What follows belongs to an exercise in optimizing a design on an open flow for a short achievable clock period and few clock cycles; a production flow would make more cautious choices.
Only simulation tests tie the RTL to the original design; equivalence was not proved.
Power and IR drop assume default switching activity.

File: flow/design.v
package cpu_pkg;
    typedef logic [31:0] word_t;
    typedef logic [4:0]  reg_idx_t;
endpackage
`timescale 1ns/1ns
module processor (
    input  logic           clock,
    input  logic           reset,
    output cpu_pkg::word_t address_imem,
    input  cpu_pkg::word_t q_imem,
    output cpu_pkg::word_t address_dmem,
    output cpu_pkg::word_t data,
    output logic           wren,
    input  cpu_pkg::word_t q_dmem,
    output logic             ctrl_writeEnable,
    output cpu_pkg::reg_idx_t ctrl_writeReg,
    output cpu_pkg::reg_idx_t ctrl_readRegA,
    output cpu_pkg::reg_idx_t ctrl_readRegB,
    output cpu_pkg::word_t    data_writeReg,
    input  cpu_pkg::word_t    data_readRegA,
    input  cpu_pkg::word_t    data_readRegB
);
    logic [31:0] pc;
    logic        e_we;
    logic [4:0]  e_dest;
    logic        e_st, e_br, e_bne, e_pred;
    logic        e_rld, e_rand, e_ror, e_rsll, e_rsra;
    logic [4:0]  e_sh;
    logic [31:0] e_a, e_b, e_addr, e_alt;
    logic        e_fa, e_fb;
    logic        e_s_aa, e_s_wa, e_s_aw, e_s_ww, e_s_as, e_s_ws, e_s_sw, e_c_aa, e_c_wa, e_c_aw;
    logic        w_we;
    logic [4:0]  w_dest;
    logic [31:0] w_res;
    logic [31:0] ins;
    logic [4:0]  op, rd, rs, rt, rb;
    logic        is_r, is_addi, is_lw, is_sw, is_bne, is_blt, is_j, is_jal, is_br, is_mem;
    logic [31:0] imm;
    assign ins     = q_imem;
    assign op      = ins[31:27];
    assign rd      = ins[26:22];
    assign rs      = ins[21:17];
    assign rt      = ins[16:12];
    assign imm     = {{15{ins[16]}}, ins[16:0]};
    assign is_r    = (op == 5'b00000);
    assign is_addi = (op == 5'b00101);
    assign is_lw   = (op == 5'b01000);
    assign is_sw   = (op == 5'b00111);
    assign is_bne  = (op == 5'b00010);
    assign is_blt  = (op == 5'b00110);
    assign is_j    = (op == 5'b00001);
    assign is_jal  = (op == 5'b00011);
    assign is_br   = is_bne | is_blt;
    assign is_mem  = is_lw | is_sw;
    assign rb      = is_r ? rt : rd;
    assign address_imem  = pc;
    assign ctrl_readRegA = rs;
    assign ctrl_readRegB = rb;
    logic        fd_we;
    logic [4:0]  fd_dest;
    assign fd_we   = ((is_r | is_addi | is_lw) && rd != 5'd0) || is_jal;
    assign fd_dest = is_jal ? 5'd31 : rd;
    logic        wfa, wfb, wf_rt, wf_rd, eha, ehb, eh_rt, eh_rd;
    logic [31:0] ra, rbv;
    assign wfa   = w_we && (w_dest == rs);
    assign wf_rt = w_we && (w_dest == rt);
    assign wf_rd = w_we && (w_dest == rd);
    assign wfb   = is_r ? wf_rt : wf_rd;
    assign ra    = wfa ? w_res : data_readRegA;
    assign rbv   = wfb ? w_res : data_readRegB;
    assign eha   = e_we && (e_dest == rs);
    assign eh_rt = e_we && (e_dest == rt);
    assign eh_rd = e_we && (e_dest == rd);
    assign ehb   = is_r ? eh_rt : eh_rd;
    logic [31:0] pc1, br_target, fd_next, pc_next;
    logic        fd_resolved, fd_taken, take_br, stall, mispredict, kill;
    assign pc1       = pc + 32'd1;
    assign br_target = pc1 + imm;
    assign fd_resolved = !(eha || eh_rd || wfa || wf_rd);
    assign fd_taken    = is_bne ? (data_readRegA != data_readRegB)
                                : ($signed(data_readRegB) < $signed(data_readRegA));
    assign take_br     = is_br && (fd_resolved ? fd_taken : imm[31]);
    always_comb begin
        if (is_j || is_jal) begin
            fd_next = {5'b0, ins[26:0]};
        end else if (take_br) begin
            fd_next = br_target;
        end else begin
            fd_next = pc1;
        end
    end
    assign stall = is_mem && eha;
    assign kill  = stall || mispredict;
    always_comb begin
        if (mispredict) begin
            pc_next = e_alt;
        end else if (stall) begin
            pc_next = pc;
        end else begin
            pc_next = fd_next;
        end
    end
    logic [31:0] addr_rf, addr_w;
    assign addr_rf = data_readRegA + imm;
    assign addr_w  = w_res + imm;
    logic [4:0] fn;
    logic       fn_add, fn_sub, fn_and, fn_or, fn_sll, fn_sra;
    assign fn     = ins[6:2];
    assign fn_add = is_r && fn == 5'd0;
    assign fn_sub = is_r && fn == 5'd1;
    assign fn_and = is_r && fn == 5'd2;
    assign fn_or  = is_r && fn == 5'd3;
    assign fn_sll = is_r && fn == 5'd4;
    assign fn_sra = is_r && fn == 5'd5;
    logic fa_d, fb_d;
    assign fa_d = eha && !is_jal;
    assign fb_d = ehb && !is_addi && !is_jal;
    always_ff @(posedge clock) begin
        if (reset) begin
            pc     <= '0;
            e_we   <= 1'b0;
            e_st   <= 1'b0;
            e_br   <= 1'b0;
            e_addr <= '0;
        end else begin
            pc     <= pc_next;
            e_we   <= fd_we && !kill;
            e_st   <= is_sw && !kill;
            e_br   <= is_br && !fd_resolved && !kill;
            e_addr <= ({32{wfa}} & addr_w) | ({32{!wfa}} & addr_rf);
        end
    end
    always_ff @(posedge clock) begin
        e_dest <= fd_dest;
        e_bne  <= is_bne;
        e_pred <= imm[31];
        e_s_aa <= (fn_add || is_addi || is_jal) && !fa_d && !fb_d;
        e_s_wa <= (fn_add || is_addi || is_jal) &&  fa_d && !fb_d;
        e_s_aw <= (fn_add || is_addi || is_jal) && !fa_d &&  fb_d;
        e_s_ww <= (fn_add || is_addi || is_jal) &&  fa_d &&  fb_d;
        e_s_as <= fn_sub && !fa_d && !fb_d;
        e_s_ws <= fn_sub &&  fa_d && !fb_d;
        e_s_sw <= fn_sub && !fa_d &&  fb_d;
        e_c_aa <= !fa_d && !fb_d;
        e_c_wa <=  fa_d && !fb_d;
        e_c_aw <= !fa_d &&  fb_d;
        e_rld  <= is_lw;
        e_rand <= fn_and;
        e_ror  <= fn_or;
        e_rsll <= fn_sll;
        e_rsra <= fn_sra;
        e_sh   <= ins[11:7];
        e_a    <= is_jal ? pc1 : ra;
        e_b    <= is_addi ? imm : (is_jal ? 32'd0 : rbv);
        e_alt  <= imm[31] ? pc1 : br_target;
        e_fa   <= fa_d;
        e_fb   <= fb_d;
    end
    logic [31:0] op_a, op_b, s_aa, s_wa, s_aw, s_as, s_ws, s_sw, sum, other, res;
    logic        taken_e, ne, lt;
    assign op_a = e_fa ? w_res : e_a;
    assign op_b = e_fb ? w_res : e_b;
    assign s_aa = e_a + e_b;
    assign s_wa = w_res + e_b;
    assign s_aw = e_a + w_res;
    assign s_as = e_a - e_b;
    assign s_ws = w_res - e_b;
    assign s_sw = e_a - w_res;
    assign sum = ({32{e_s_aa}} & s_aa) | ({32{e_s_wa}} & s_wa) | ({32{e_s_aw}} & s_aw) |
                 ({32{e_s_ww}} & {w_res[30:0], 1'b0}) |
                 ({32{e_s_as}} & s_as) | ({32{e_s_ws}} & s_ws) | ({32{e_s_sw}} & s_sw);
    always_comb begin
        other = 32'd0;
        if (e_rld)  other = other | q_dmem;
        if (e_rand) other = other | (op_a & op_b);
        if (e_ror)  other = other | (op_a | op_b);
        if (e_rsll) other = other | (op_a << e_sh);
        if (e_rsra) other = other | 32'($signed(op_a) >>> e_sh);
    end
    assign res = sum | other;
    logic ne_aa, ne_wa, ne_aw, lt_aa, lt_wa, lt_aw;
    assign ne_aa = (e_a != e_b);
    assign ne_wa = (w_res != e_b);
    assign ne_aw = (e_a != w_res);
    assign lt_aa = ($signed(e_b) < $signed(e_a));
    assign lt_wa = ($signed(e_b) < $signed(w_res));
    assign lt_aw = ($signed(w_res) < $signed(e_a));
    assign ne = (e_c_aa & ne_aa) | (e_c_wa & ne_wa) | (e_c_aw & ne_aw);
    assign lt = (e_c_aa & lt_aa) | (e_c_wa & lt_wa) | (e_c_aw & lt_aw);
    assign taken_e    = e_bne ? ne : lt;
    assign mispredict = e_br && (taken_e != e_pred);
    assign address_dmem = e_addr;
    assign data         = op_b;
    assign wren         = e_st;
    always_ff @(posedge clock) begin
        if (reset) begin
            w_we <= 1'b0;
        end else begin
            w_we <= e_we;
        end
    end
    always_ff @(posedge clock) begin
        w_dest <= e_dest;
        w_res  <= res;
    end
    assign ctrl_writeEnable = w_we;
    assign ctrl_writeReg    = w_dest;
    assign data_writeReg    = w_res;
endmodule
File: flow/run.sh
#!/bin/bash
# synth_recipe.tcl (not shown) runs the flow's synth.tcl, then flattens the netlist and writes it again
# the make line also repeats each setting of config.mk as NAME=value (left out here)
make -C /OpenROAD-flow-scripts/flow DESIGN_CONFIG=/design/flow/config.mk WORK_HOME=/design/flow/orfs CLKGATE_MAP_FILE= SYNTH_SCRIPT=/design/flow/synth_recipe.tcl finish
File: flow/constraint.sdc
create_clock -name core_clock -period 5.5 [get_ports {clock}]
set_input_delay 1.1000 -clock core_clock [delete_from_list [all_inputs] [get_ports {clock}]]
set_output_delay 1.1000 -clock core_clock [all_outputs]
set_load 0.01 [all_outputs]
File: flow/config.mk
export PLATFORM = sky130hd
export DESIGN_NAME = processor
export DESIGN_NICKNAME = processor
export VERILOG_FILES = /design/flow/design.v
export SDC_FILE = /design/flow/constraint.sdc
export NUM_CORES = 4
export LEC_CHECK = 0
export ABC_CLOCK_PERIOD_IN_PS = 2500
export CAP_MARGIN = 20
export CORE_MARGIN = 2
export CORE_UTILIZATION = 40
export SETUP_SLACK_MARGIN = 2.5
export SLEW_MARGIN = 20
==> flow_summary.json, run 1 <==
{
  "status": "timing/DRC/antenna clean",
  "firstDrtPassIters": 6,
  "internal-power_mw": 7.287,
  "initial_core_util": 0.4040,
  "detail_route.wl_per_cell_um": 27.38,
  "p_total_mw": 14.12,
  "finalSetupTns_ns": 0,
  "cts_root_buf": "clkbuf_16",
  "r2r-start": "pc[13]$_SDFFE_PP0P_",
  "grt_usage": 0.3778,
  "hold_path_depth": 2,
  "via_count": 38942,
  "grt_pass1_vias": 36674,
  "vdd_ir_drop_max_uv": 296.7,
  "worst-r2r-setup-slack_ns": 1.51,
  "met1_length_um": 67140,
  "routed_wl_um": 166700,
  "diodes": 0,
  "syn_inst": 4504,
  "cts_hold_buf": 0,
  "syn_to_final_growth_pct": 40.52,
  "finalSetupViolCount": 0,
  "min_to": "pc[1]$_SDFFE_PP0P_",
  "grt_pass1_wl_um": 238500,
  "leakagePower_nw": 19.31,
  "route.met3.wl_um": 17620,
  "cts_buffers": 31,
  "drive_above_1_share": 0.2894,
  "nets": 5551,
  "switchingPower_mw": 6.836,
  "worst_pin_slew_ns": 1.033,
  "route.met2.wl_um": 71710,
  "yosysSeqAreaShare": 0.1415,
  "synth-edff-count": 0,
  "clock_sinks": 230,
  "dpl.hpwl_um": 121100,
  "die_w_um": 289.2,
  "avgSynthCellArea_sq_um": 7.225,
  "fin_skew_ns": 0.03067,
  "final.period_utilization": 0.7257,
  "routed.top_layer": "met5",
  "slowest_stage": "dfxtp_1",
  "drc": 0,
  "io_buffers": 274,
  "stdcell_area_sq_um": 45730,
  "place_congestion": 1.014,
  "yosys_warnings": 1,
  "switching_share": 0.4840,
  "dpl_cell_area_sq_um": 37490,
  "ioPinCount": 275,
  "rows": 104,
  "antenna_found_initial": 2,
  "multiInputGateArea_sq_um": 30420,
  "synthArstFlopShare": 0,
  "worst_setup_path_end_kind": "flip-flop",
  "cp-start-kind": "flip-flop",
  "regArea_sq_um": 4847,
  "cp_max_fo": 5,
  "worstPathArrival_ns": 4.45,
  "reg2reg_depth": 16,
  "clock_path_buffers": 3,
  "hold_path.class": "reg2reg",
  "fmax_mhz": 250.5,
  "powerDensity_nw_per_um2": 308.9,
  "crit_path_max_incr_delay_ns": 0.48,
  "crit_chain": "and3_4 -> nand4_1 -> nor3_4 -> buf_4 -> xor2_2 -> ha_1 -> o21ai_1 -> nand2b_1 -> a21oi_2 -> a2111oi_4 -> o41ai_4 -> nor3b_2 -> a2111oi_2 -> mux2i_1 -> nand3_1 -> a31oi_1",
  "hold_path_startpoint": "e_alt[1]$_DFF_P_",
  "crit_required_ns": 5.96,
  "ys_ff_latch": 230,
  "grt_setup_unrepaired": "true",
  "ant_nets": 0,
  "synth_area_sq_um": 32540,
  "via_per_inst": 6.398,
  "yosysTopAreaCell": "ha_1",
  "die_y_um": 289.2,
  "p_comb_frac": 0.682,
  "clk_pin_slew_ns": 0.06,
  "nFillCells": 7334,
  "dieArea_sq_um": 83650,
  "slew_violations": 0,
  "synth_fp_nets": 5052,
  "grt_max_degree": 73,
  "clock_latency_ns": 0.63,
  "grt-ovfl-total": 0,
  "ys.flop_type": "dfxtp_1",
  "drtIter0Drc": 4366,
  "cts_max_level": 1,
  "p_clk_frac": 0.165,
  "ys_types": 92,
  "fin_ws_ns": 1.509,
  "cts_tree": "done",
  "min_period_ns": 3.991,
  "core-area_sq_um": 80550,
  "netlist_top_cells_area": "ha_1 (16%), dfxtp_1 (14%), a21oi_1 (6.4%), o21ai_0 (5.9%), nand2_1 (5.5%)",
  "slew_headroom": 0.3090,
  "seq_power_share": 0.154,
  "pre_cts_ws_ns": 0.5332,
  "path_class": "reg2reg",
  "cap_violations": 0,
  "hold_violations": 0,
  "regToRegEndpoint": "pc[28]$_SDFFE_PP0P_",
  "yosysTopAreaCellShare": 0.1573
}
[cell usage in the layout, fill, tap and decap left out, drive strengths merged, types with 86 or more instances in the layout]
master and instances:
a21o 86, a21oi 414, buf 495, clkdlybuf4s50 137
dfxtp 230, ha 409, inv 265, mux2i 158
nand2 475, nand3 129, nor2 393, nor3 97
o21ai 394, xnor2 119
[critical path: cells and delay by family, from the launching register on]
family | cells | cell delay [ns]
multiplexers | 1 | 0.13
flip-flops | 1 | 0.48
AO/OA/AOI/OAI | 6 | 1.34
XOR/XNOR | 1 | 0.24
adder cells (fa/ha/maj) | 1 | 0.31
AND/OR/NAND/NOR | 6 | 1.17
buffers and inverters | 1 | 0.18
[metrics by stage]
step                      hold slack, ns  utilization  instances
after CTS                         0.4331       0.5422       5996
final                             0.4321       0.5677       6087
after detailed placement          0.4205       0.4655       5691
after floorplan                   0.3954            -       4504
after global placement            0.4177       0.4655       5691
after global routing              0.4452       0.5677       6087
[timing repair]
action                      CTS  global route
setup buffers               241            89
pin swaps                   234           201
setup endpoints to repair   218           154
cloned                        7             2
gates resized for setup    1000           358
[logic make-up (layout without fill, tap and decap cells)]
logic type	after synthesis	in the layout	share of synthesized area
AND/OR/NAND/NOR	1380	1380	0.1928
flip-flops	230	230	0.1415
buffers and inverters	547	1070	0.06652
multiplexers	239	239	0.09151
XOR/XNOR	190	190	0.05114
adder cells (fa/ha/maj)	418	418	0.1628
AO/OA/AOI/OAI	1500	1500	0.2937
[final cells by class]
type                       instances  area share
multi-input combinational       3727      0.6652
timing repair buffer             737      0.1508
inverter                         276     0.02400
clock buffer                      39     0.01894
clock inverter                    18    0.005992
tap                             1060     0.02900
sequential                       230      0.1060
[Yosys cell counts, types with 19 or more instances]
cell / n
a211oi_1: 64
a21o_1: 86
a21oi_1: 413
a221o_1: 21
a221oi_1: 40
a22oi_1: 38
a31oi_1: 66
and3_1: 32
buf_2: 39
clkbuf_1: 203
dfxtp_1: 230
ha_1: 409
inv_1: 268
mux2_2: 38
mux2i_1: 158
mux4_2: 43
nand2_1: 475
nand2b_1: 59
nand3_1: 129
nand4_1: 34
nor2_1: 393
nor2b_1: 37
nor3_1: 95
nor4_1: 25
o211ai_1: 34
o21a_1: 29
o21ai_0: 381
o21bai_1: 49
o221ai_1: 22
o22ai_1: 37
o31ai_1: 27
or2_2: 19
or3_1: 20
xnor2_1: 119
xor2_1: 71
[how the worst max path moves through the flow]
stage | to | from | slack [ns]
final | pc[28]$_SDFFE_PP0P_ | pc[13]$_SDFFE_PP0P_ | 1.51
after global routing | pc[28]$_SDFFE_PP0P_ | pc[4]$_SDFFE_PP0P_ | 1.34
after CTS | pc[28]$_SDFFE_PP0P_ | pc[2]$_SDFFE_PP0P_ | 1.67
after detailed placement | pc[28]$_SDFFE_PP0P_ | q_imem[4] | 0.53
after global placement | pc[28]$_SDFFE_PP0P_ | q_imem[4] | 0.60
after floorplan | pc[28]$_SDFFE_PP0P_ | pc[2]$_SDFFE_PP0P_ | 1.71
[per-layer routing]
metal | up-vias | GRT usage
li1 | 17422 | -
met1 | 18716 | 0.5000
met5 | - | 0
met2 | 2333 | 0.5863
met4 | 4 | 0.1858
met3 | 467 | 0.07323
[flip-flops by register name, summed over array words and instances, names as in the netlist, 5 cells and up]
| signal | flops |
|---|---|
| e_a | 32 |
| e_addr | 32 |
| e_alt | 32 |
| e_b | 32 |
| e_dest | 5 |
| e_sh | 5 |
| pc | 32 |
| w_dest | 5 |
| w_res | 32 |
[power groups by stage]
stage	logic, mW	registers (mW)	clock network [mW]
6_report	9.63	2.17	2.32
5_1_grt	10.1	2.18	2.41
4_1_cts	8.61	2.15	2.34
3_5_place_dp	6.91	2.51	0
3_3_place_gp	6.92	2.50	0
2_1_floorplan	4.77	2.29	0
Testbench counts, summed over its fixed seeds: cycles 28,521.
==> run 2, diff against run 1 <==
--- a/flow/design.v
+++ b/flow/design.v
@@ -20,7 +20,9 @@
     input  cpu_pkg::word_t    data_readRegA,
     input  cpu_pkg::word_t    data_readRegB
 );
-    logic [31:0] pc;
+    logic [31:0] pc, pc_q, alt_q;
+    logic        rd_q;
+    assign pc = rd_q ? alt_q : pc_q;
     logic        e_we;
     logic [4:0]  e_dest;
     logic        e_st, e_br, e_bne, e_pred;
@@ -28,10 +30,10 @@
     logic [4:0]  e_sh;
     logic [31:0] e_a, e_b, e_addr, e_alt;
     logic        e_fa, e_fb;
-    logic        e_s_aa, e_s_wa, e_s_aw, e_s_ww, e_s_as, e_s_ws, e_s_sw, e_c_aa, e_c_wa, e_c_aw;
+    logic        e_s_aa, e_s_wa, e_s_aw, e_s_ww, e_s_sw, e_cin, e_c_aa, e_c_wa, e_c_aw;
     logic        w_we;
     logic [4:0]  w_dest;
-    logic [31:0] w_res;
+    logic [31:0] w_res, w_resn;
     logic [31:0] ins;
     logic [4:0]  op, rd, rs, rt, rb;
     logic        is_r, is_addi, is_lw, is_sw, is_bne, is_blt, is_j, is_jal, is_br, is_mem;
@@ -66,8 +68,8 @@
     assign wf_rt = w_we && (w_dest == rt);
     assign wf_rd = w_we && (w_dest == rd);
     assign wfb   = is_r ? wf_rt : wf_rd;
-    assign ra    = wfa ? w_res : data_readRegA;
-    assign rbv   = wfb ? w_res : data_readRegB;
+    assign ra    = wfa ? ~w_resn : data_readRegA;
+    assign rbv   = wfb ? ~w_resn : data_readRegB;
     assign eha   = e_we && (e_dest == rs);
     assign eh_rt = e_we && (e_dest == rt);
     assign eh_rd = e_we && (e_dest == rd);
@@ -75,7 +77,9 @@
     logic [31:0] pc1, br_target, fd_next, pc_next;
     logic        fd_resolved, fd_taken, take_br, stall, mispredict, kill;
     assign pc1       = pc + 32'd1;
-    assign br_target = pc1 + imm;
+    logic [32:0] bt;
+    assign bt        = {pc, 1'b1} + {imm, 1'b1};
+    assign br_target = bt[32:1];
     assign fd_resolved = !(eha || eh_rd || wfa || wf_rd);
     assign fd_taken    = is_bne ? (data_readRegA != data_readRegB)
                                 : ($signed(data_readRegB) < $signed(data_readRegA));
@@ -91,18 +95,10 @@
     end
     assign stall = is_mem && eha;
     assign kill  = stall || mispredict;
-    always_comb begin
-        if (mispredict) begin
-            pc_next = e_alt;
-        end else if (stall) begin
-            pc_next = pc;
-        end else begin
-            pc_next = fd_next;
-        end
-    end
+    assign pc_next = stall ? pc : fd_next;
     logic [31:0] addr_rf, addr_w;
     assign addr_rf = data_readRegA + imm;
-    assign addr_w  = w_res + imm;
+    assign addr_w  = ~w_resn + imm;
     logic [4:0] fn;
     logic       fn_add, fn_sub, fn_and, fn_or, fn_sll, fn_sra;
     assign fn     = ins[6:2];
@@ -117,13 +113,15 @@
     assign fb_d = ehb && !is_addi && !is_jal;
     always_ff @(posedge clock) begin
         if (reset) begin
-            pc     <= '0;
+            pc_q   <= '0;
+            rd_q   <= 1'b0;
             e_we   <= 1'b0;
             e_st   <= 1'b0;
             e_br   <= 1'b0;
             e_addr <= '0;
         end else begin
-            pc     <= pc_next;
+            pc_q   <= pc_next;
+            rd_q   <= mispredict;
             e_we   <= fd_we && !kill;
             e_st   <= is_sw && !kill;
             e_br   <= is_br && !fd_resolved && !kill;
@@ -131,16 +129,16 @@
         end
     end
     always_ff @(posedge clock) begin
+        alt_q  <= e_alt;
         e_dest <= fd_dest;
         e_bne  <= is_bne;
         e_pred <= imm[31];
-        e_s_aa <= (fn_add || is_addi || is_jal) && !fa_d && !fb_d;
-        e_s_wa <= (fn_add || is_addi || is_jal) &&  fa_d && !fb_d;
+        e_s_aa <= (fn_add || fn_sub || is_addi || is_jal) && !fa_d && !fb_d;
+        e_s_wa <= (fn_add || fn_sub || is_addi || is_jal) &&  fa_d && !fb_d;
         e_s_aw <= (fn_add || is_addi || is_jal) && !fa_d &&  fb_d;
         e_s_ww <= (fn_add || is_addi || is_jal) &&  fa_d &&  fb_d;
-        e_s_as <= fn_sub && !fa_d && !fb_d;
-        e_s_ws <= fn_sub &&  fa_d && !fb_d;
         e_s_sw <= fn_sub && !fa_d &&  fb_d;
+        e_cin  <= fn_sub;
         e_c_aa <= !fa_d && !fb_d;
         e_c_wa <=  fa_d && !fb_d;
         e_c_aw <= !fa_d &&  fb_d;
@@ -151,24 +149,26 @@
         e_rsra <= fn_sra;
         e_sh   <= ins[11:7];
         e_a    <= is_jal ? pc1 : ra;
-        e_b    <= is_addi ? imm : (is_jal ? 32'd0 : rbv);
+        e_b    <= is_addi ? imm : (is_jal ? 32'd0 : (fn_sub ? ~rbv : rbv));
         e_alt  <= imm[31] ? pc1 : br_target;
         e_fa   <= fa_d;
         e_fb   <= fb_d;
     end
-    logic [31:0] op_a, op_b, s_aa, s_wa, s_aw, s_as, s_ws, s_sw, sum, other, res;
+    logic [31:0] op_a, op_b, s_aa, s_wa, s_aw, s_sw, sum, other, res;
     logic        taken_e, ne, lt;
     assign op_a = e_fa ? w_res : e_a;
     assign op_b = e_fb ? w_res : e_b;
-    assign s_aa = e_a + e_b;
-    assign s_wa = w_res + e_b;
-    assign s_aw = e_a + w_res;
-    assign s_as = e_a - e_b;
-    assign s_ws = w_res - e_b;
-    assign s_sw = e_a - w_res;
+    logic [32:0] x_aa, x_wa, x_aw, x_sw;
+    assign x_aa = {e_a, 1'b1} + {e_b, e_cin};
+    assign x_wa = {w_res, 1'b1} + {e_b, e_cin};
+    assign x_aw = {e_a, 1'b1} + {w_res, 1'b0};
+    assign x_sw = {e_a, 1'b1} + {w_resn, 1'b1};
+    assign s_aa = x_aa[32:1];
+    assign s_wa = x_wa[32:1];
+    assign s_aw = x_aw[32:1];
+    assign s_sw = x_sw[32:1];
     assign sum = ({32{e_s_aa}} & s_aa) | ({32{e_s_wa}} & s_wa) | ({32{e_s_aw}} & s_aw) |
-                 ({32{e_s_ww}} & {w_res[30:0], 1'b0}) |
-                 ({32{e_s_as}} & s_as) | ({32{e_s_ws}} & s_ws) | ({32{e_s_sw}} & s_sw);
+                 ({32{e_s_sw}} & s_sw) | ({32{e_s_ww}} & {w_res[30:0], 1'b0});
     always_comb begin
         other = 32'd0;
         if (e_rld)  other = other | q_dmem;
@@ -202,6 +202,7 @@
     always_ff @(posedge clock) begin
         w_dest <= e_dest;
         w_res  <= res;
+        w_resn <= ~res;
     end
     assign ctrl_writeEnable = w_we;
     assign ctrl_writeReg    = w_dest;
==> flow_summary.json, run 2 <==
{
  "status": "timing/DRC/antenna clean",
  "path_class": "reg2reg",
  "diodes": 0,
  "slew_violations": 0,
  "rows": 102,
  "drc": 0,
  "clock_sinks": 294,
  "fin_util": 0.5857,
  "powerDensity_nw_per_um2": 188.7,
  "clock_path_buffers": 3,
  "clk_pin_slew_ns": 0.06,
  "synth-edff-count": 0,
  "worstPathArrival_ns": 4.14,
  "cts_buffers": 37,
  "vdd_ir_drop_max_uv": 182.4,
  "yosysTopAreaCell": "dfxtp_1",
  "ys.flop_type": "dfxtp_1",
  "ant_nets": 0,
  "regArea_sq_um": 6120,
  "syn_to_final_growth_pct": 45.01,
  "ys_types": 93,
  "routed_wl_um": 146500,
  "cap_violations": 0,
  "grt_setup_unrepaired": "true",
  "fin_skew_ns": 0.03996,
  "die_y_um": 283.5,
  "die_w_um": 283.5,
  "fmax_mhz": 271.1,
  "cts_root_buf": "clkbuf_16",
  "mostFrequentLayoutCell": "nor2_1",
  "leakagePower_nw": 18.79,
  "ys_ff_latch": 294,
  "hold_violations": 0,
  "pre_cts_ws_ns": 0.3703,
  "finalSetupTns_ns": 0,
  "slew_headroom": 0.3088,
  "dpl.hpwl_um": 103000,
  "detail_route.wl_per_cell_um": 25.50,
  "fin_ws_ns": 1.812,
  "placedCellCount": 5305,
  "cts_tree": "done",
  "ioPinCount": 275,
  "yosys_warnings": 1,
  "synth_fp_nets": 4609,
  "nets": 5164,
  "min_period_ns": 3.688,
  "worst_setup_path_end_kind": "flip-flop",
  "cts_hold_buf": 0,
  "via_count": 35244,
  "hold_path_depth": 0,
  "multiInputGateArea_sq_um": 28670,
  "final.period_utilization": 0.6706,
  "dieArea_sq_um": 80340,
  "final-instance-count-excl-fill": 5746,
  "yosysMostFrequentCell": "a21oi_1",
  "drive_above_1_share": 0.3289,
  "cp-start-kind": "flip-flop",
  "reg2reg_depth": 16,
  "avgSynthCellArea_sq_um": 7.571,
  "via_per_inst": 6.134,
  "cp_max_fo": 5,
  "hold_ws_ns": 0.3210,
  "grt_pass1_vias": 33636,
  "final_cell_mix": "nor2_1 (372), nand2_1 (337), buf_4 (324), a21oi_1 (308), inv_1 (241)",
  "hold_path.class": "reg2reg",
  "place_congestion": 1.015,
  "io_buffers": 274,
  "grt_max_degree": 65,
  "crit_required_ns": 5.95,
  "worst_pin_slew_ns": 1.037,
  "nFillCells": 6860,
  "drtIter0Drc": 3778,
  "grt_usage": 0.3360,
  "netlist_top_cells_area": "dfxtp_1 (19%), ha_1 (14%), a21oi_1 (6.7%), xnor2_1 (5.7%), nor2_1 (5.0%)",
  "yosysTopAreaCellShare": 0.1884,
  "worst-r2r-setup-slack_ns": 1.81,
  "clock_latency_ns": 0.57,
  "antenna_found_initial": 2,
  "grt_pass1_wl_um": 208700,
  "firstDrtPassIters": 6,
  "initial_core_util": 0.4039,
  "synth_area_sq_um": 31240,
  "syn_inst": 4126,
  "grt-ovfl-total": 0,
  "synthArstFlopShare": 0,
  "core-area_sq_um": 77340,
  "cts_max_level": 2,
  "synth_commonest_cells": "a21oi_1 (421), nor2_1 (412), ha_1 (346), nand2_1 (346), dfxtp_1 (294)",
  "yosysSeqAreaShare": 0.1884,
  "finalSetupViolCount": 0
}
==> run 2: path summary, 6_finish.rpt <==
path | startpoint | to
worst min register to register | e_alt[17]$_DFF_P_ | alt_q[17]$_DFF_P_
worst max register to register | rd_q$_SDFF_PP0_ | pc_q[30]$_SDFF_PP0_
worst min-delay path | e_alt[17]$_DFF_P_ | alt_q[17]$_DFF_P_
worst max-delay path | rd_q$_SDFF_PP0_ | pc_q[30]$_SDFF_PP0_
==> run 2: cells by family after synthesis <==
kind of cell / Yosys count / share of synthesized area
and+or+nand+nor: 1213 / 0.1796
muxes: 241 / 0.09625
buffers and inverters: 493 / 0.06112
DFF: 294 / 0.1884
xor gates and xnor gates: 279 / 0.07823
AOI/OAI and AO/OA: 1253 / 0.2533
adders and majority gates: 353 / 0.1431
==> run 2: per-layer routing <==
| layer | global-route usage | part of all wire |
|---|---|---|
| met5 | 0 | 0.00027 |
| met4 | 0.1577 | 0.061 |
| met3 | 0.04695 | 0.088 |
| met2 | 0.5423 | 0.45 |
| met1 | 0.4425 | 0.40 |
==> run 2: timing repair <==
item	CTS	global route
cloned	8	5
resized for setup	1235	427
buffers inserted	268	96
pin swaps	257	241
endpoints found under the setup margin	304	243
==> run 2: through the flow <==
step	power, mW	area [sq um]
5_1_grt	8.890	45300
3_3_place_gp	5.217	35960
2_1_floorplan	4.254	32260
4_1_cts	8.201	42730
3_5_place_dp	5.219	35960
6_report	8.550	45300
==> run 2: worst max-delay path, cell delays in order, from the launching register on <==
cell and delay, ns:
dfxtp_4 0.37, buf_12 0.15, buf_6 0.12, buf_6 0.11
mux2_4 0.32, ha_4 0.16, a21o_1 0.21, a21oi_1 0.24
a21o_1 0.23, a21oi_2 0.11, o221a_2 0.28, or4_4 0.47
nand4_1 0.13, nand4_1 0.11, o211ai_1 0.11, xnor2_1 0.13
a221o_1 0.29
==> run 2: where the power goes <==
group	total [mW]	switching, mW	leakage (nW)	internal, mW
clock	2.53	1.05	0.595	1.48
sequential	2.50	0.205	2.47	2.29
combinational	3.52	1.95	15.7	1.57
total	8.55	3.20	18.8	5.35
==> run 2: final cells by class <==
type	count	area share
multi-input cells	3340	0.6329
clock buffers	51	0.02409
inverters	287	0.02497
clock inverters	13	0.003011
flip-flops and latches	294	0.1351
repair buffers	721	0.1512
well taps	1040	0.02873
Testbench counts of run 2, summed over its fixed seeds: cycles 28,521.
==> run 3, diff against run 2 <==
--- a/flow/design.v
+++ b/flow/design.v
@@ -24,6 +24,7 @@
     logic        rd_q;
     assign pc = rd_q ? alt_q : pc_q;
     logic        e_we;
+    logic        e_wev, e_stv, e_brv;
     logic [4:0]  e_dest;
     logic        e_st, e_br, e_bne, e_pred;
     logic        e_rld, e_rand, e_ror, e_rsll, e_rsra;
@@ -54,7 +55,7 @@
     assign is_jal  = (op == 5'b00011);
     assign is_br   = is_bne | is_blt;
     assign is_mem  = is_lw | is_sw;
-    assign rb      = is_r ? rt : rd;
+    assign rb      = ins[28] ? rd : rt;
     assign address_imem  = pc;
     assign ctrl_readRegA = rs;
     assign ctrl_readRegB = rb;
@@ -67,19 +68,22 @@
     assign wfa   = w_we && (w_dest == rs);
     assign wf_rt = w_we && (w_dest == rt);
     assign wf_rd = w_we && (w_dest == rd);
-    assign wfb   = is_r ? wf_rt : wf_rd;
+    assign wfb   = ins[28] ? wf_rd : wf_rt;
     assign ra    = wfa ? ~w_resn : data_readRegA;
     assign rbv   = wfb ? ~w_resn : data_readRegB;
-    assign eha   = e_we && (e_dest == rs);
-    assign eh_rt = e_we && (e_dest == rt);
-    assign eh_rd = e_we && (e_dest == rd);
-    assign ehb   = is_r ? eh_rt : eh_rd;
+    assign eha   = e_wev && (e_dest == rs);
+    assign eh_rt = e_wev && (e_dest == rt);
+    assign eh_rd = e_wev && (e_dest == rd);
+    assign ehb   = ins[28] ? eh_rd : eh_rt;
     logic [31:0] pc1, br_target, fd_next, pc_next;
     logic        fd_resolved, fd_taken, take_br, stall, mispredict, kill;
-    assign pc1       = pc + 32'd1;
-    logic [32:0] bt;
-    assign bt        = {pc, 1'b1} + {imm, 1'b1};
-    assign br_target = bt[32:1];
+    logic [31:0] alt1_q, pcq1;
+    logic [32:0] bt_q, bt_alt;
+    assign pcq1      = pc_q + 32'd1;
+    assign pc1       = ({32{rd_q}} & alt1_q) | ({32{!rd_q}} & pcq1);
+    assign bt_q      = {pc_q, 1'b1} + {imm, 1'b1};
+    assign bt_alt    = {alt_q, 1'b1} + {imm, 1'b1};
+    assign br_target = ({32{rd_q}} & bt_alt[32:1]) | ({32{!rd_q}} & bt_q[32:1]);
     assign fd_resolved = !(eha || eh_rd || wfa || wf_rd);
     assign fd_taken    = is_bne ? (data_readRegA != data_readRegB)
                                 : ($signed(data_readRegB) < $signed(data_readRegA));
@@ -94,7 +98,7 @@
         end
     end
     assign stall = is_mem && eha;
-    assign kill  = stall || mispredict;
+    assign kill  = stall;
     assign pc_next = stall ? pc : fd_next;
     logic [31:0] addr_rf, addr_w;
     assign addr_rf = data_readRegA + imm;
@@ -130,6 +134,7 @@
     end
     always_ff @(posedge clock) begin
         alt_q  <= e_alt;
+        alt1_q <= e_alt + 32'd1;
         e_dest <= fd_dest;
         e_bne  <= is_bne;
         e_pred <= imm[31];
@@ -188,15 +193,18 @@
     assign ne = (e_c_aa & ne_aa) | (e_c_wa & ne_wa) | (e_c_aw & ne_aw);
     assign lt = (e_c_aa & lt_aa) | (e_c_wa & lt_wa) | (e_c_aw & lt_aw);
     assign taken_e    = e_bne ? ne : lt;
-    assign mispredict = e_br && (taken_e != e_pred);
+    assign e_wev      = e_we && !rd_q;
+    assign e_stv      = e_st && !rd_q;
+    assign e_brv      = e_br && !rd_q;
+    assign mispredict = e_brv && (taken_e != e_pred);
     assign address_dmem = e_addr;
     assign data         = op_b;
-    assign wren         = e_st;
+    assign wren         = e_stv;
     always_ff @(posedge clock) begin
         if (reset) begin
             w_we <= 1'b0;
         end else begin
-            w_we <= e_we;
+            w_we <= e_wev;
         end
     end
     always_ff @(posedge clock) begin
==> flow_summary.json, run 3 <==
{
  "via_count": 39240,
  "synth_area_sq_um": 35060,
  "place_congestion": 1.021,
  "cts_tree": "done",
  "dpl.hpwl_um": 118500,
  "slew_violations": 0,
  "yosysMostFrequentCell": "nor2_1",
  "cts_buffers": 39,
  "ys_types": 100,
  "syn_inst": 4595,
  "internal-power_mw": 5.835,
  "cts_hold_buf": 0,
  "cts_max_level": 2,
  "synth_fp_nets": 5111,
  "hold_violations": 0,
  "yosys_warnings": 1,
  "slowest_stage": "mux2i_4",
  "cp_max_fo": 4,
  "leakagePower_nw": 20.31,
  "synth_commonest_cells": "nor2_1 (423), a21oi_1 (413), ha_1 (378)",
  "syn_to_final_growth_pct": 38.58,
  "fin_ws_ns": 2.173,
  "crit_required_ns": 5.96,
  "worst_pin_slew_ns": 1.167,
  "cts_root_buf": "clkbuf_16",
  "fin_skew_ns": 0.02927,
  "fmax_mhz": 300.5,
  "io_buffers": 274,
  "worst_setup_path_end_kind": "flip-flop",
  "dieArea_sq_um": 90050,
  "p_clk_frac": 0.282,
  "grt_setup_unrepaired": "true",
  "path_class": "in2reg",
  "min_period_ns": 3.327,
  "mostFrequentLayoutCell": "nor2_1",
  "nFillCells": 7885,
  "initial_core_util": 0.4036,
  "vdd_ir_drop_max_uv": 221.6,
  "grt-ovfl-total": 0,
  "drive_above_1_share": 0.2943,
  "rows": 108,
  "switchingPower_mw": 3.617,
  "ioPinCount": 275,
  "avgSynthCellArea_sq_um": 7.631,
  "ys.flop_type": "dfxtp_1",
  "crit_path_max_incr_delay_ns": 0.40,
  "path_buf_inv": 4,
  "finalSetupTns_ns": 0,
  "slew_headroom": 0.2207,
  "cap_violations": 0,
  "diodes": 0,
  "finalSetupViolCount": 0,
  "firstDrtPassIters": 6,
  "netlist_top_cells_area": "dfxtp_1 (19%), ha_1 (13%), a21oi_1 (5.9%), xnor2_1 (5.2%), o21ai_0 (4.8%)",
  "die_w_um": 300.1,
  "yosysTopAreaCell": "dfxtp_1",
  "stdcell_area_sq_um": 48590,
  "yosysSeqAreaShare": 0.1861,
  "routed_wl_um": 163100,
  "grt_usage": 0.3404,
  "p_comb_frac": 0.418,
  "grt_pass1_vias": 36810,
  "crit_chain": "buf_2 -> inv_4 -> ha_4 -> a21o_1 -> a21o_1 -> a21oi_4 -> o22ai_4 -> o32ai_4 -> mux2i_4 -> buf_6 -> buf_6 -> o21ba_4 -> and3_1 -> a21oi_1 -> a221oi_1",
  "final.period_utilization": 0.6050,
  "synthArstFlopShare": 0,
  "nets": 5620,
  "dpl_cell_area_sq_um": 39410,
  "synth-edff-count": 0,
  "seq_power_share": 0.300,
  "hold_path.class": "reg2reg",
  "powerDensity_nw_per_um2": 194.5,
  "ant_nets": 0,
  "antenna_found_initial": 2,
  "critical-path-top-delay-family": "compound AO/OA/AOI/OAI gates",
  "pre_cts_ws_ns": 0.5441,
  "die_y_um": 300.1,
  "clock_latency_ns": 0.58,
  "clk_pin_slew_ns": 0.06,
  "status": "timing/DRC/antenna clean",
  "clock_path_buffers": 3,
  "switching_share": 0.3827,
  "core-area_sq_um": 86890,
  "clock_sinks": 326,
  "grt_pass1_wl_um": 233400,
  "detail_route.wl_per_cell_um": 25.93,
  "ys_ff_latch": 326,
  "drtIter0Drc": 3943,
  "drc": 0,
  "worstPathArrival_ns": 3.79,
  "via_per_inst": 6.239,
  "final_cell_mix": "nor2_1 (394), nand2_1 (357), a21oi_1 (318), buf_4 (310), ha_1 (246)",
  "cp-start-kind": "primary input",
  "grt_max_degree": 65,
  "yosysTopAreaCellShare": 0.1861
}
-- run 3: cell count changes in the layout (fill, tap and decap cells not counted), moves of 20 or more --
| cell | change |
|---|---|
| o21ai_0 | +43 |
| buf_6 | -40 |
| ha_1 | +38 |
| mux2_2 | +38 |
| nor3_1 | +35 |
| nand3_1 | +27 |
| xor2_1 | +27 |
| and3_1 | +25 |
| dfxtp_1 | +24 |
| nor2_1 | +22 |
| mux2_4 | -20 |
| mux2i_1 | +20 |
| nand2_1 | +20 |
| xnor2_1 | +20 |
-- run 3: worst register-to-register path, stage by stage, from the launching register on --
cell,delay (ns)
dfxtp_4,0.38
buf_12,0.14
buf_12,0.10
buf_16,0.15
mux2i_2,0.33
nor3_1,0.19
nand2_1,0.11
o21a_1,0.39
nor2_1,0.08
nor2_1,0.35
o22ai_1,0.25
a211oi_2,0.22
nand4_1,0.25
a21o_1,0.24
-- run 3: routing by layer --
layer	GRT usage	up-vias	share of wire
met2	0.5569	2304	0.45
met5	0	-	0.000080
met3	0.04625	512	0.088
li1	-	17795	-
met4	0.1664	2	0.061
met1	0.4404	18627	0.40
-- run 3: power by group through the flow --
stage          clock, mW  combinational, mW  sequential, mW
2_1_floorplan          0               2.06            2.77
3_3_place_gp           0               3.05            2.88
3_5_place_dp           0               3.06            2.88
4_1_cts             2.69               3.47            2.82
5_1_grt             2.78               4.21            2.85
6_report            2.66               3.95            2.84
-- run 3: metrics by stage --
stage	instances	utilization	total power, mW	hold slack (ns)
floorplan	4595	-	4.836	0.3501
global placement	5878	0.4536	5.933	0.3669
detailed placement	5878	0.4536	5.939	0.3669
CTS	6143	0.5221	8.990	0.3756
global route	6289	0.5593	9.843	0.3814
finish	6289	0.5593	9.452	0.3776
-- run 3: cell type report --
cell class,instances,area (sq um),share of cell area
sequential,326,6778,0.1395
inverter,278,1112,0.02289
clock buffer,55,1199,0.02467
clock inverter,16,108.9,0.002240
timing repair buffer,693,6765,0.1392
tap,1155,1445,0.02974
multi-input combinational,3766,31180,0.6418
-- run 3: final timing paths --
| path | from | end | slack, ns | cells after the start |
|---|---|---|---|---|
| worst max-delay path | data_readRegA[5] | pc_q[15]$_SDFF_PP0_ | 2.17 | 15 |
| worst min-delay path | e_alt[4]$_DFF_P_ | alt_q[4]$_DFF_P_ | 0.38 | 0 |
| worst max register to register | e_fa$_DFF_P_ | w_res[28]$_DFF_P_ | 2.22 | 13 |
| worst min register to register | e_alt[4]$_DFF_P_ | alt_q[4]$_DFF_P_ | 0.38 | 0 |
-- run 3: cell families (layout without fill, tap and decap cells) --
family | Yosys count | count (layout) | share of synthesized area
compound gates | 1396 | 1397 | 0.2543
xor+xnor | 305 | 305 | 0.07618
fa+ha+maj | 386 | 386 | 0.1394
buf+inv | 505 | 1042 | 0.05716
flops | 326 | 326 | 0.1861
mux | 273 | 273 | 0.09731
simple gates | 1404 | 1405 | 0.1895
-- run 3: timing repair --
action                                   CTS  global route
pin swaps                                186           263
resized for setup                       1137           515
gates cloned                              14             3
endpoints found under the setup margin   299           205
endpoints found under the hold margin      0             0
buffers inserted                         180           143
Testbench counts of run 3, summed over its fixed seeds: cycles 28,521.
==> run 4, diff against run 3 <==
--- a/flow/design.v
+++ b/flow/design.v
@@ -26,7 +26,7 @@
     logic        e_we;
     logic        e_wev, e_stv, e_brv;
     logic [4:0]  e_dest;
-    logic        e_st, e_br, e_bne, e_pred;
+    logic        e_st, e_br, e_bne, e_pred, e_addi, e_dec, e_nz, e_pos, e_neg;
     logic        e_rld, e_rand, e_ror, e_rsll, e_rsra;
     logic [4:0]  e_sh;
     logic [31:0] e_a, e_b, e_addr, e_alt;
@@ -87,7 +87,14 @@
     assign fd_resolved = !(eha || eh_rd || wfa || wf_rd);
     assign fd_taken    = is_bne ? (data_readRegA != data_readRegB)
                                 : ($signed(data_readRegB) < $signed(data_readRegA));
-    assign take_br     = is_br && (fd_resolved ? fd_taken : imm[31]);
+    logic pred;
+    assign pred        = imm[31] || is_bne;
+    logic        fuse_ok, fused_taken;
+    assign fuse_ok     = e_wev && e_addi && !e_fa &&
+                         ((rs == 5'd0 && rd == e_dest) || (rd == 5'd0 && rs == e_dest)) &&
+                         (is_bne || (is_blt && e_dec));
+    assign fused_taken = is_bne ? e_nz : ((rd == 5'd0) ? e_pos : e_neg);
+    assign take_br     = is_br && (fd_resolved ? fd_taken : (fuse_ok ? fused_taken : pred));
     always_comb begin
         if (is_j || is_jal) begin
             fd_next = {5'b0, ins[26:0]};
@@ -128,7 +135,7 @@
             rd_q   <= mispredict;
             e_we   <= fd_we && !kill;
             e_st   <= is_sw && !kill;
-            e_br   <= is_br && !fd_resolved && !kill;
+            e_br   <= is_br && !fd_resolved && !fuse_ok && !kill;
             e_addr <= ({32{wfa}} & addr_w) | ({32{!wfa}} & addr_rf);
         end
     end
@@ -137,7 +144,12 @@
         alt1_q <= e_alt + 32'd1;
         e_dest <= fd_dest;
         e_bne  <= is_bne;
-        e_pred <= imm[31];
+        e_pred <= pred;
+        e_addi <= is_addi;
+        e_dec  <= (ins[16:0] == 17'h1ffff);
+        e_nz   <= ((ra ^ imm) != {ra[30:0] | imm[30:0], 1'b0});
+        e_pos  <= (!ra[31] && |ra[30:1]) || (ra[31] && ~|ra[30:0]);
+        e_neg  <= (ra[31] && |ra[30:0]) || ~|ra;
         e_s_aa <= (fn_add || fn_sub || is_addi || is_jal) && !fa_d && !fb_d;
         e_s_wa <= (fn_add || fn_sub || is_addi || is_jal) &&  fa_d && !fb_d;
         e_s_aw <= (fn_add || is_addi || is_jal) && !fa_d &&  fb_d;
@@ -155,7 +167,7 @@
         e_sh   <= ins[11:7];
         e_a    <= is_jal ? pc1 : ra;
         e_b    <= is_addi ? imm : (is_jal ? 32'd0 : (fn_sub ? ~rbv : rbv));
-        e_alt  <= imm[31] ? pc1 : br_target;
+        e_alt  <= pred ? pc1 : br_target;
         e_fa   <= fa_d;
         e_fb   <= fb_d;
     end
==> flow_summary.json, run 4 <==
{
  "status": "timing/DRC/antenna clean",
  "finalSetupTns_ns": 0,
  "path_class": "reg2reg",
  "place_congestion": 1.023,
  "grt-ovfl-total": 0,
  "synth_commonest_cells": "nand2_1 (482), a21oi_1 (409), ha_1 (409)",
  "p_clk_frac": 0.296,
  "powerDensity_nw_per_um2": 197.7,
  "hold_ws_ns": 0.3664,
  "syn_inst": 4808,
  "ys.flop_type": "dfxtp_1",
  "via_count": 41950,
  "drc": 0,
  "crit_required_ns": 5.95,
  "ys_types": 95,
  "cts_root_buf": "clkbuf_16",
  "ant_nets": 0,
  "busiest_layer": "met2",
  "fin_skew_ns": 0.05384,
  "worstPathArrival_ns": 4.05,
  "yosysMostFrequentCell": "nand2_1",
  "cp-start-kind": "flip-flop",
  "finalSetupViolCount": 0,
  "fmax_mhz": 278.2,
  "stdcell_area_sq_um": 51320,
  "rows": 110,
  "hold_violations": 0,
  "clock_latency_ns": 0.62,
  "dpl.hpwl_um": 140200,
  "yosysTopAreaCell": "dfxtp_1",
  "synth-edff-count": 0,
  "cp_max_fo": 14,
  "fin_util": 0.5701,
  "clock_path_buffers": 3,
  "drive_above_1_share": 0.2981,
  "cts_max_level": 2,
  "yosysSeqAreaShare": 0.1821,
  "clock_sinks": 331,
  "nets": 5905,
  "grt_max_degree": 49,
  "ioPinCount": 275,
  "slew_violations": 0,
  "die_w_um": 305.6,
  "min_period_ns": 3.594,
  "cts_hold_buf": 0,
  "vdd_ir_drop_max_uv": 245.1,
  "grt_pass1_vias": 38739,
  "detail_route.wl_per_cell_um": 29.10,
  "switchingPower_mw": 4.013,
  "syn_to_final_growth_pct": 41.05,
  "final.period_utilization": 0.6535,
  "nFillCells": 8259,
  "grt_usage": 0.3847,
  "grt_util_met3": 0.06149,
  "synth_fp_nets": 5355,
  "cts_buffers": 42,
  "netlist_top_cells_area": "dfxtp_1 (18%), ha_1 (14%), a21oi_1 (5.6%), xnor2_1 (5.4%), o21ai_0 (5.3%)",
  "cap_violations": 0,
  "initial_core_util": 0.4042,
  "die_y_um": 305.6,
  "leakagePower_nw": 20.94,
  "internal-power_mw": 6.134,
  "ys_ff_latch": 331,
  "pre_cts_ws_ns": 0.5316,
  "use_met1": 0.5101,
  "p_comb_frac": 0.416,
  "grt_setup_unrepaired": "true",
  "hold_path.class": "reg2reg",
  "worst_setup_path_end_kind": "flip-flop",
  "antenna_found_initial": 9,
  "firstDrtPassIters": 8,
  "yosys_warnings": 1,
  "fin_ws_ns": 1.906,
  "synthArstFlopShare": 0,
  "via_per_inst": 6.384,
  "cts_tree": "done",
  "core-area_sq_um": 90010,
  "io_buffers": 274,
  "worst_pin_slew_ns": 1.062,
  "grt_pass1_wl_um": 267700,
  "clk_pin_slew_ns": 0.08,
  "dpl_cell_area_sq_um": 41790,
  "final_cell_mix": "nand2_1 (459), nor2_1 (338), buf_4 (337), a21oi_1 (296), o21ai_0 (280)",
  "seq_power_share": 0.288,
  "dieArea_sq_um": 93380,
  "avgSynthCellArea_sq_um": 7.567,
  "slew_headroom": 0.2920,
  "yosysTopAreaCellShare": 0.1821,
  "drtIter0Drc": 4738,
  "synth_area_sq_um": 36380,
  "routed_wl_um": 191200,
  "switching_share": 0.3955,
  "mostFrequentLayoutCell": "nand2_1",
  "use_met2": 0.5762
}
[run 4: cell count changes after synthesis, sizes merged, moves of 13 or more]
cell    change
nor2       -33
o21a       -18
nor4       +13
ha         +31
inv        +16
xnor2      +15
mux2i      +28
o21ai      +43
nand2     +105
o21bai     -14
a221o      +14
mux2       -13
a21o       -26
nand3      +21
[run 4: kinds of logic after synthesis]
logic type      after synthesis  synth area share
flops                       331            0.1821
fa+ha+maj                   417            0.1451
compound gates             1370            0.2379
xor+xnor                    327           0.07872
buf+inv                     528           0.05585
mux                         289           0.09685
simple gates               1546            0.2035
[run 4: final timing paths]
| check | startpoint | endpoint | slack (ns) | depth (start not counted) |
|---|---|---|---|---|
| min reg2reg | e_alt[8]$_DFF_P_ | alt_q[8]$_DFF_P_ | 0.37 | 0 |
| max | e_sh[0]$_DFF_P_ | w_res[28]$_DFF_P_ | 1.91 | 9 |
| min | e_alt[8]$_DFF_P_ | alt_q[8]$_DFF_P_ | 0.37 | 0 |
| max reg2reg | e_sh[0]$_DFF_P_ | w_res[28]$_DFF_P_ | 1.91 | 9 |
[run 4: timing repair]
| item | CTS | global route |
|---|---|---|
| resized for setup | 1261 | 458 |
| endpoints found under the setup margin | 312 | 224 |
| setup buffers | 219 | 111 |
| cloned | 16 | 5 |
| pin swaps | 239 | 217 |
[run 4: power groups by stage]
stage	Sequential [mW]	Clock, mW	Combinational (mW)
after floorplan	2.82	0	2.20
after global placement	2.96	0	3.33
after detailed placement	2.95	0	3.33
after CTS	2.90	3.01	3.81
after global routing	2.93	3.10	4.45
final	2.92	3.00	4.22
[run 4: layer usage]
layer  vias to the layer above  share of wire
met1                     20006           0.40
met5                         -        0.00014
met3                       642           0.10
met4                         4          0.081
li1                      18652              -
met2                      2646           0.42
[run 4: through the flow]
step	cells	power, mW
final	6571	10.15
after global placement	6139	6.286
after global routing	6568	10.48
after CTS	6451	9.721
after floorplan	4808	5.026
after detailed placement	6139	6.284
[run 4: cell type report]
type                    count  area, sq um  share of cell area
flip-flops and latches    331         6897              0.1344
repair inverters            1        7.507           0.0001463
multi-input cells        3953        33100              0.6451
clock inverters            23        269.0            0.005242
well taps                1176         1471             0.02867
repair buffers            733         7182              0.1400
diodes                      4        10.01           0.0001951
clock buffers              54         1200             0.02338
inverters                 296         1177             0.02294
[run 4: worst max-delay path, stage by stage, from the launching register on]
cell and delay (ns):
dfxtp_4 0.51, mux4_2 0.58, and3_1 0.21, a221o_1 0.40, nand2_1 0.11, o21ai_0 0.27
a31oi_1 0.30, nand3_1 0.25, a21o_1 0.29, or4_1 0.52
Testbench counts of run 4, summed over its fixed seeds: cycles 27,767.
==> run 5, diff against run 4 <==
--- a/flow/design.v
+++ b/flow/design.v
@@ -30,8 +30,8 @@
     logic        e_rld, e_rand, e_ror, e_rsll, e_rsra;
     logic [4:0]  e_sh;
     logic [31:0] e_a, e_b, e_addr, e_alt;
-    logic        e_fa, e_fb;
-    logic        e_s_aa, e_s_wa, e_s_aw, e_s_ww, e_s_sw, e_cin, e_c_aa, e_c_wa, e_c_aw;
+    logic        e_fa;
+    logic        e_rsum, e_cin, e_fbp, e_fbn;
     logic        w_we;
     logic [4:0]  w_dest;
     logic [31:0] w_res, w_resn;
@@ -150,42 +150,28 @@
         e_nz   <= ((ra ^ imm) != {ra[30:0] | imm[30:0], 1'b0});
         e_pos  <= (!ra[31] && |ra[30:1]) || (ra[31] && ~|ra[30:0]);
         e_neg  <= (ra[31] && |ra[30:0]) || ~|ra;
-        e_s_aa <= (fn_add || fn_sub || is_addi || is_jal) && !fa_d && !fb_d;
-        e_s_wa <= (fn_add || fn_sub || is_addi || is_jal) &&  fa_d && !fb_d;
-        e_s_aw <= (fn_add || is_addi || is_jal) && !fa_d &&  fb_d;
-        e_s_ww <= (fn_add || is_addi || is_jal) &&  fa_d &&  fb_d;
-        e_s_sw <= fn_sub && !fa_d &&  fb_d;
+        e_rsum <= fn_add || fn_sub || is_addi || is_jal;
         e_cin  <= fn_sub;
-        e_c_aa <= !fa_d && !fb_d;
-        e_c_wa <=  fa_d && !fb_d;
-        e_c_aw <= !fa_d &&  fb_d;
+        e_fbp  <= fb_d && !fn_sub;
+        e_fbn  <= fb_d && fn_sub;
         e_rld  <= is_lw;
         e_rand <= fn_and;
         e_ror  <= fn_or;
         e_rsll <= fn_sll;
         e_rsra <= fn_sra;
         e_sh   <= ins[11:7];
-        e_a    <= is_jal ? pc1 : ra;
-        e_b    <= is_addi ? imm : (is_jal ? 32'd0 : (fn_sub ? ~rbv : rbv));
+        e_a    <= fa_d ? 32'd0 : (is_jal ? pc1 : ra);
+        e_b    <= fb_d ? 32'd0 : (is_addi ? imm : (is_jal ? 32'd0 : (fn_sub ? ~rbv : rbv)));
         e_alt  <= pred ? pc1 : br_target;
         e_fa   <= fa_d;
-        e_fb   <= fb_d;
-    end
-    logic [31:0] op_a, op_b, s_aa, s_wa, s_aw, s_sw, sum, other, res;
+    end
+    logic [31:0] op_a, op_b, sum, other, res;
+    logic [32:0] x;
     logic        taken_e, ne, lt;
-    assign op_a = e_fa ? w_res : e_a;
-    assign op_b = e_fb ? w_res : e_b;
-    logic [32:0] x_aa, x_wa, x_aw, x_sw;
-    assign x_aa = {e_a, 1'b1} + {e_b, e_cin};
-    assign x_wa = {w_res, 1'b1} + {e_b, e_cin};
-    assign x_aw = {e_a, 1'b1} + {w_res, 1'b0};
-    assign x_sw = {e_a, 1'b1} + {w_resn, 1'b1};
-    assign s_aa = x_aa[32:1];
-    assign s_wa = x_wa[32:1];
-    assign s_aw = x_aw[32:1];
-    assign s_sw = x_sw[32:1];
-    assign sum = ({32{e_s_aa}} & s_aa) | ({32{e_s_wa}} & s_wa) | ({32{e_s_aw}} & s_aw) |
-                 ({32{e_s_sw}} & s_sw) | ({32{e_s_ww}} & {w_res[30:0], 1'b0});
+    assign op_a = e_a | ({32{e_fa}} & w_res);
+    assign op_b = e_b | ({32{e_fbp}} & w_res) | ({32{e_fbn}} & w_resn);
+    assign x   = {op_a, 1'b1} + {op_b, e_cin};
+    assign sum = x[32:1];
     always_comb begin
         other = 32'd0;
         if (e_rld)  other = other | q_dmem;
@@ -194,16 +180,9 @@
         if (e_rsll) other = other | (op_a << e_sh);
         if (e_rsra) other = other | 32'($signed(op_a) >>> e_sh);
     end
-    assign res = sum | other;
-    logic ne_aa, ne_wa, ne_aw, lt_aa, lt_wa, lt_aw;
-    assign ne_aa = (e_a != e_b);
-    assign ne_wa = (w_res != e_b);
-    assign ne_aw = (e_a != w_res);
-    assign lt_aa = ($signed(e_b) < $signed(e_a));
-    assign lt_wa = ($signed(e_b) < $signed(w_res));
-    assign lt_aw = ($signed(w_res) < $signed(e_a));
-    assign ne = (e_c_aa & ne_aa) | (e_c_wa & ne_wa) | (e_c_aw & ne_aw);
-    assign lt = (e_c_aa & lt_aa) | (e_c_wa & lt_wa) | (e_c_aw & lt_aw);
+    assign res = ({32{e_rsum}} & sum) | other;
+    assign ne = (op_a != op_b);
+    assign lt = ($signed(op_b) < $signed(op_a));
     assign taken_e    = e_bne ? ne : lt;
     assign e_wev      = e_we && !rd_q;
     assign e_stv      = e_st && !rd_q;
==> flow_summary.json, run 5 <==
{
  "ant_nets": 0,
  "slew_headroom": 0.3519,
  "syn_to_final_growth_pct": 47.32,
  "placedCellCount": 4864,
  "die_w_um": 272.4,
  "vdd_ir_drop_max_uv": 222.0,
  "cts_hold_buf": 0,
  "grt_pass1_wl_um": 202500,
  "min_period_ns": 3.504,
  "ys_ff_latch": 325,
  "die_y_um": 272.4,
  "core-area_sq_um": 71360,
  "yosysTopAreaCellShare": 0.2259,
  "hold_path.class": "reg2reg",
  "cp_max_fo": 7,
  "initial_core_util": 0.4036,
  "syn_inst": 3737,
  "rows": 98,
  "via_per_inst": 6.231,
  "fmax_mhz": 285.4,
  "avgSynthCellArea_sq_um": 7.708,
  "firstDrtPassIters": 6,
  "yosysTopAreaCell": "dfxtp_1",
  "antenna_found_initial": 11,
  "finalSetupTns_ns": 0,
  "status": "timing/DRC/antenna clean",
  "path_buf_inv": 4,
  "synth-edff-count": 0,
  "ys_types": 85,
  "dieArea_sq_um": 74170,
  "synth_commonest_cells": "nand2_1 (360), a21oi_1 (335), dfxtp_1 (325)",
  "drtIter0Drc": 3381,
  "final_cell_mix": "nand2_1 (347), buf_4 (313), dfxtp_1 (307), nor2_1 (248), a21oi_1 (230)",
  "cts_max_level": 2,
  "fin_skew_ns": 0.03926,
  "detail_route.wl_per_cell_um": 26.75,
  "critical-path-top-delay-family": "compound AO/OA/AOI/OAI gates",
  "cap_violations": 0,
  "crit_path_max_incr_delay_ns": 0.42,
  "cts_root_buf": "clkbuf_16",
  "hold_violations": 0,
  "grt_max_degree": 63,
  "clock_sinks": 325,
  "slowest_stage": "nor3_4",
  "via_count": 33082,
  "synth_fp_nets": 4157,
  "netlist_top_cells_area": "dfxtp_1 (23%), ha_1 (12%), a21oi_1 (5.8%), mux2i_1 (4.9%), nand2_1 (4.7%)",
  "yosysSeqAreaShare": 0.2259,
  "synth_area_sq_um": 28810,
  "ys.flop_type": "dfxtp_1",
  "cp-start-kind": "flip-flop",
  "cts_buffers": 41,
  "clock_latency_ns": 0.61,
  "stdcell_area_sq_um": 42430,
  "worst_setup_path_end_kind": "flip-flop",
  "final-instance-count-excl-fill": 5309,
  "yosys_warnings": 1,
  "ioPinCount": 275,
  "finalSetupViolCount": 0,
  "mostFrequentLayoutCell": "nand2_1",
  "routed_wl_um": 142000,
  "slew_violations": 0,
  "place_congestion": 1.016,
  "synthArstFlopShare": 0,
  "crit_chain": "buf_12 -> buf_12 -> buf_4 -> a221oi_4 -> ha_4 -> inv_1 -> a21oi_2 -> o21ai_0 -> nor3_4 -> o32ai_2 -> a211oi_2 -> xor2_1 -> and4_1",
  "cts_tree": "done",
  "crit_path_frequent_cell": "buf_12",
  "nFillCells": 6260,
  "drc": 0,
  "grt_setup_unrepaired": "true",
  "io_buffers": 274,
  "grt_usage": 0.3617,
  "clk_pin_slew_ns": 0.06,
  "grt_pass1_vias": 31419,
  "worstPathArrival_ns": 4.04,
  "yosysMostFrequentCell": "nand2_1",
  "powerDensity_nw_per_um2": 217.3,
  "grt-ovfl-total": 0,
  "worst_pin_slew_ns": 0.9686,
  "final.period_utilization": 0.6371,
  "nets": 4742,
  "dpl.hpwl_um": 101400,
  "leakagePower_nw": 18.23,
  "path_class": "reg2reg",
  "dpl_cell_area_sq_um": 33310,
  "clock_path_buffers": 3,
  "crit_required_ns": 6.04,
  "drive_above_1_share": 0.3113
}
-- run 5: cell count changes after synthesis, sizes merged, moves of 75 or more --
cell,delta
nand2,-122
o21ai,-123
xnor2,-93
ha,-124
nor2,-101
nand3,-75
-- run 5: metal layers --
layer / vias to the layer above / track usage / wire length, um
met3: 604 / 0.07661 / 12540
met2: 1778 / 0.5819 / 64030
li1: 14856 / - / -
met5: - / 0 / 56
met1: 15836 / 0.4293 / 53640
met4: 8 / 0.2551 / 11760
-- run 5: cells by family (layout without fill, tap and decap cells) --
logic type	after synthesis	count (layout)	synth area share
compound gates	1181	1182	0.2651
other cells	0	6	0
fa+ha+maj	290	290	0.1273
buf+inv	430	1042	0.05742
flops	325	325	0.2259
xor+xnor	228	228	0.06932
simple gates	1068	1071	0.1739
mux	215	215	0.08105
-- run 5: cell type report --
class | instances | area (sq um) | area share
clock buffers | 49 | 1116 | 0.02630
clock inverters | 25 | 346.6 | 0.008167
diodes | 6 | 15.01 | 0.0003538
repair buffers | 738 | 7181 | 0.1692
flip-flops and latches | 325 | 6541 | 0.1542
multi-input cells | 2986 | 25110 | 0.5917
well taps | 950 | 1189 | 0.02801
inverters | 230 | 938.4 | 0.02211
-- run 5: report_power, final --
group          internal, mW  switching [mW]
logic                  1.57            1.90
registers              2.56           0.235
clock network          1.72            1.25
-- run 5: what timing repair did --
| action | CTS | global route |
|---|---|---|
| setup buffers | 235 | 117 |
| pin swaps | 238 | 217 |
| setup endpoints to repair | 309 | 230 |
| gates resized for setup | 1138 | 405 |
| gates cloned | 12 | 1 |
| endpoints found under the hold margin | 0 | 0 |
-- run 5: final timing paths --
path | end | cells after the start | from | slack (ns)
setup / recovery | rd_q$_SDFF_PP0_ | 13 | e_fbp$_DFF_P_ | 2.00
hold / removal | alt_q[5]$_DFF_P_ | 0 | e_alt[5]$_DFF_P_ | 0.35
setup reg to reg | rd_q$_SDFF_PP0_ | 13 | e_fbp$_DFF_P_ | 2.00
hold reg to reg | alt_q[5]$_DFF_P_ | 0 | e_alt[5]$_DFF_P_ | 0.35
-- run 5: worst reg2reg max path: cells and delay by family, from the launching register on --
kind	cells	cell delay (ns)
compound gates	5	1.24
fa+ha+maj	1	0.29
xor+xnor	1	0.24
simple gates	2	0.65
flops	1	0.40
buf+inv	4	0.60
-- run 5: stage by stage --
| stage | power (mW) | worst slack [ns] | utilization | hold slack (ns) |
|---|---|---|---|---|
| after floorplan | 4.436 | 1.895 | - | 0.3308 |
| after global placement | 5.450 | 0.3118 | 0.4667 | 0.3352 |
| after detailed placement | 5.445 | 0.3292 | 0.4668 | 0.3428 |
| after CTS | 8.840 | 2.074 | 0.5607 | 0.3547 |
| after global routing | 9.557 | 2.004 | 0.5945 | 0.3609 |
| final | 9.223 | 1.996 | 0.5946 | 0.3527 |
Testbench counts of run 5, summed over its fixed seeds: cycles 27,767.

separate check: timing with driven ports:
The results above use ideal ports. As a check the final layouts listed here were re-extracted and re-timed, cells and wires unchanged.
Step 1, drivers: a clkbuf_16 drives clock and a buf_2 each remaining input, both assumed.
Step 2 moves the port delays by t, midway between the first and last clock arrival at a register: inputs arrive t later, outputs are due t later. That takes back most of the time a late clock gives input paths.
Slacks: no drivers / after step 1 / after step 2; pairs: no drivers / after step 1.
run	t (ns)	slack for setup (ns)	clock arrival spread, ns	worst slew at a driven data input, ns
run 1	0.681	1.509 / 1.509 / 1.245	0.031 / 0.031	0.08
run 2	0.616	1.812 / 1.812 / 1.356	0.040 / 0.040	0.18
run 3	0.629	2.173 / 2.122 / 1.493	0.030 / 0.030	0.32
run 4	0.661	1.906 / 1.906 / 1.350	0.054 / 0.053	0.22
run 5	0.664	1.996 / 1.996 / 1.381	0.040 / 0.040	0.19
After both steps every run listed still meets setup and hold. The setup slack of run 3, which loses most, moves by -0.051 ns with the drivers and by -0.680 ns with both steps.
